Context: an optimization exercise on an open-source flow, tuned for small area, a short achievable clock period and few clock cycles. The choices shown serve that exercise and are no tape-out recipe.
RTL that was checked went through simulation tests only; none was proved equivalent to the original.
Power is estimated from default activity; no workload was simulated.

== main ==
// cache_top
module cache_top (
	input  wire         clk,
	input  wire         rst_n,
	input  wire         i_proc_read,
	input  wire         i_proc_write,
	input  wire [30-1:0] i_proc_addr,
	input  wire [32-1:0]  i_proc_wdata,
	output logic [32-1:0]       o_proc_rdata,
	output logic        o_proc_stall,
	output logic        o_mem_read,
	output logic        o_mem_write,
	output logic [28-1:0]      o_mem_addr,
	output logic [128-1:0]       o_mem_wdata,
	input  wire [128-1:0]  i_mem_rdata,
	input  wire         i_mem_ready
);
	logic        valid;
	logic        dirty;    
	logic [28-1:0] tag;    
	logic [128-1:0]  line;
	logic        done;     
	logic        pend;     
	logic        rd;       
	logic        wb;       
	logic [32-1:0] rdata;
	logic [28-1:0] laddr;
	logic [2-1:0] off;
	logic        req;
	logic        fresh;
	logic        hit;
	logic        rd_ready;
	logic        dirty_eff;
	logic        dirty_nxt;
	logic        port_free;
	logic        load_tag;
	logic        start_rd;
	logic        start_wb;
	logic [4-1:0] wen;
	logic [4-1:0] wsel;    
	logic [128-1:0]  line_nxt;
	logic [28-1:0] tag_nxt;
	logic [32-1:0] mem_word;
	logic [32-1:0] line_word;
	assign laddr = i_proc_addr[30-1:2];
	assign off   = i_proc_addr[2-1:0];
	assign req   = i_proc_read | i_proc_write;
	assign fresh = ~done & ~pend;
	assign hit   = valid & (tag == laddr);
	assign rd_ready = rd & i_mem_ready;
	assign dirty_eff = dirty & ~(wb & i_mem_ready);
	assign dirty_nxt = dirty_eff | (i_proc_write & (done | rd_ready | (fresh & hit)));
	assign port_free = ~((wb | rd) & ~i_mem_ready);
  ...
Size: about 1,000 cells after synthesis, ~200 flip-flops, about 390 I/O pins, about 8800 um^2 of cells after synthesis.
clock: 8.0 ns
lec_check: 0
abc_clock_period_in_ps: 2500
cap_margin: 20
core_margin: 2
core_utilization: 40
slew_margin: 20
standard.sh (not shown) runs the stock make flow with config.mk's settings and CLKGATE_MAP_FILE= SYNTH_SCRIPT=/design/flow/synth_recipe.tcl, a recipe that flattens the netlist after the stock synthesis.
==> flow/flow/run.sh <==
#!/bin/bash
# The standard layout, with the port buffers made of the smallest buffer cell and
# timing repair aiming for extra setup slack
set -euo pipefail
export BUFFER_PORTS_ARGS="-buffer_cell sky130_fd_sc_hd__buf_1"
export SETUP_SLACK_MARGIN=5.3
bash standard.sh > standard_flow.log 2>&1
Edits applied to the flow inputs when going from main to the feature branch:
- CORE_UTILIZATION now 60, was 40
Notes after the runs:
The feature branch | stages: all done | timing, DRC, antenna: all pass
Between main and the feature branch, the flow reports wire length increasing by a few percent.
Taking main as the reference, in the feature branch worst setup slack after layout lower, part of the power in the clock network shows a reduction of 0.5 points, number of standard cells in the layout, taps in and fillers out has decreased, power share of the combinational group up 1.3 points.
Function was not checked in any run of this note: the RTL went through the layout flow alone.

* * *

cache_top, a different RTL version from the one above (not shown whole).
For scale: ~790 cells after synthesis, about 200 flip-flops, ~0.0084 mm² of cells after synthesis.
==> flow/config.mk <==
export PLATFORM = sky130hd
export DESIGN_NAME = cache_top
export DESIGN_NICKNAME = cache_top
export VERILOG_FILES = /design/flow/design.v
export SDC_FILE = /design/flow/constraint.sdc
export NUM_CORES = 4
export LEC_CHECK = 0
export ABC_CLOCK_PERIOD_IN_PS = 2500
export CAP_MARGIN = 20
export CORE_MARGIN = 2
export CORE_UTILIZATION = 40
export SLEW_MARGIN = 20
==> flow/constraint.sdc <==
create_clock -name core_clock -period 8.0 [get_ports {clk}]
set_input_delay 1.6000 -clock core_clock [delete_from_list [all_inputs] [get_ports {clk}]]
set_output_delay 1.6000 -clock core_clock [all_outputs]
set_load 0.01 [all_outputs]
==> flow/flow/run.sh <==
#!/bin/bash
# The standard layout, with:
#  - the port buffers made of the smallest buffer cell,
#  - timing repair aiming for extra setup slack,
#  - the slow many-input OR/NOR cells (or4*, nor4*, nor3*) added to the platform's
#    don't-use list (flow/dont_use.txt holds the platform's list and these), so that
#    the tag compare maps to faster gates,
#  - clock tree synthesis without dummy loads and built of clkbuf_8 cells.
set -euo pipefail
here=$(cd "$(dirname "$0")" && pwd)
export BUFFER_PORTS_ARGS="-buffer_cell sky130_fd_sc_hd__buf_1"
export SETUP_SLACK_MARGIN=5.3
export CTS_ARGS="-sink_clustering_enable -repair_clock_nets -dont_use_dummy_load -buf_list {sky130_fd_sc_hd__clkbuf_8}"
bash standard.sh "DONT_USE_CELLS=$(cat "$here/dont_use.txt")" finish > standard_flow.log 2>&1
Other scripts of this flow, unchanged in this note and not shown: flow/flow/dont_use.txt
The baseline went through all stages and came out clean.
Testbench counts at the start, summed over its fixed seeds: cycles 107,445.
Edit:
--- a/flow/flow/run.sh
+++ b/flow/flow/run.sh
@@ -6,4 +6,3 @@
 #    don't-use list (flow/dont_use.txt holds the platform's list and these), so that
-#    the tag compare maps to faster gates,
-#  - clock tree synthesis without dummy loads and built of clkbuf_8 cells.
+#    the tag compare maps to faster gates.
 set -euo pipefail
@@ -12,3 +11,2 @@
 export SETUP_SLACK_MARGIN=5.3
-export CTS_ARGS="-sink_clustering_enable -repair_clock_nets -dont_use_dummy_load -buf_list {sky130_fd_sc_hd__clkbuf_8}"
 bash standard.sh "DONT_USE_CELLS=$(cat "$here/dont_use.txt")" finish > standard_flow.log 2>&1
=> Worst hold slack loses 0.0050 ns. Final area rose by 1.9%. Synthesized cell count does not change.
Edit:
--- a/flow/flow/run.sh
+++ b/flow/flow/run.sh
@@ -6,3 +6,4 @@
 #    don't-use list (flow/dont_use.txt holds the platform's list and these), so that
-#    the tag compare maps to faster gates.
+#    the tag compare maps to faster gates,
+#  - clock tree synthesis without dummy loads and free to use smaller clock buffers.
 set -euo pipefail
@@ -11,2 +12,3 @@
 export SETUP_SLACK_MARGIN=5.3
+export CTS_ARGS="-sink_clustering_enable -repair_clock_nets -dont_use_dummy_load -buf_list {sky130_fd_sc_hd__clkbuf_4 sky130_fd_sc_hd__clkbuf_8 sky130_fd_sc_hd__clkbuf_16}"
 bash standard.sh "DONT_USE_CELLS=$(cat "$here/dont_use.txt")" finish > standard_flow.log 2>&1
--- a/flow/config.mk
+++ b/flow/config.mk
@@ -7,2 +7,3 @@
 export LEC_CHECK = 0
+export ABC_AREA = 1
 export ABC_CLOCK_PERIOD_IN_PS = 2500
Register-to-register slack gains 0.03 ns; first-iteration DRC count is higher by well over a third; setup slack gains 0.0034 ns; utilization is lower by 0.35 points; critical path depth is lower by 1; die area is lower slightly; final cell count is higher by about a fifth; cell area is lower slightly.
Edit:
--- a/flow/flow/run.sh
+++ b/flow/flow/run.sh
@@ -7,3 +7,3 @@
 #    the tag compare maps to faster gates,
-#  - clock tree synthesis without dummy loads and free to use smaller clock buffers.
+#  - clock tree synthesis without dummy loads, with small buffers at the leaves.
 set -euo pipefail
@@ -12,3 +12,3 @@
 export SETUP_SLACK_MARGIN=5.3
-export CTS_ARGS="-sink_clustering_enable -repair_clock_nets -dont_use_dummy_load -buf_list {sky130_fd_sc_hd__clkbuf_4 sky130_fd_sc_hd__clkbuf_8 sky130_fd_sc_hd__clkbuf_16}"
+export CTS_ARGS="-sink_clustering_enable -repair_clock_nets -dont_use_dummy_load -sink_clustering_buffer sky130_fd_sc_hd__clkbuf_4 -buf_list {sky130_fd_sc_hd__clkbuf_4 sky130_fd_sc_hd__clkbuf_8 sky130_fd_sc_hd__clkbuf_16}"
 bash standard.sh "DONT_USE_CELLS=$(cat "$here/dont_use.txt")" finish > standard_flow.log 2>&1
--- a/flow/config.mk
+++ b/flow/config.mk
@@ -7,3 +7,2 @@
 export LEC_CHECK = 0
-export ABC_AREA = 1
 export ABC_CLOCK_PERIOD_IN_PS = 2500
The changed run completed without violations.
Maximum frequency is higher slightly.
Routed wire length is lower by roughly a tenth.
Setup slack improved by 0.013 ns.
Global-route usage is lower by 2.6 points.
Hold slack got worse by 0.031 ns.
Clock skew barely changes.
Via count is lower by roughly a tenth.
Die area is higher slightly.
First-iteration DRC count is lower by well over a third.
Cell area is lower slightly.

separate check: timing with driven ports:
No port has a modelled driver above. Below, the same layouts with a new extraction and two added sets of constraints.
Step 1, drivers: a clkbuf_16 drives clk and a buf_2 each remaining input, both assumed.
Step 2 adds t to the input delays and takes it off the output delays; t is the mean of the earliest and latest rising clock arrival at the registers after step 1. Input paths then give back, and output paths get back, about the clock's delay inside the block.
Three values: ideal, step 1, step 2; two values: the first two.
run	shift t [ns]	slack for setup (ns)	worst register clock-pin slew, ns	worst slew at a driven data input, ns
main	0.483	5.212 / 5.226 / 4.743	0.08 / 0.08	0.08
the feature branch	0.480	5.087 / 5.099 / 4.619	0.07 / 0.07	0.10
the first run of note 2	0.485	5.328 / 5.284 / 4.933	0.11 / 0.11	0.09
the second run of note 2	0.469	5.332 / 5.286 / 4.917	0.08 / 0.08	0.09
the third run of note 2	0.467	5.336 / 5.293 / 4.895	0.08 / 0.08	0.06
the fourth run of note 2	0.463	5.349 / 5.301 / 4.934	0.08 / 0.08	0.09
After both steps setup and hold are still met in every run listed. For main, which loses most, drivers alone change the setup slack by +0.014 ns; drivers and shift together by -0.469 ns.
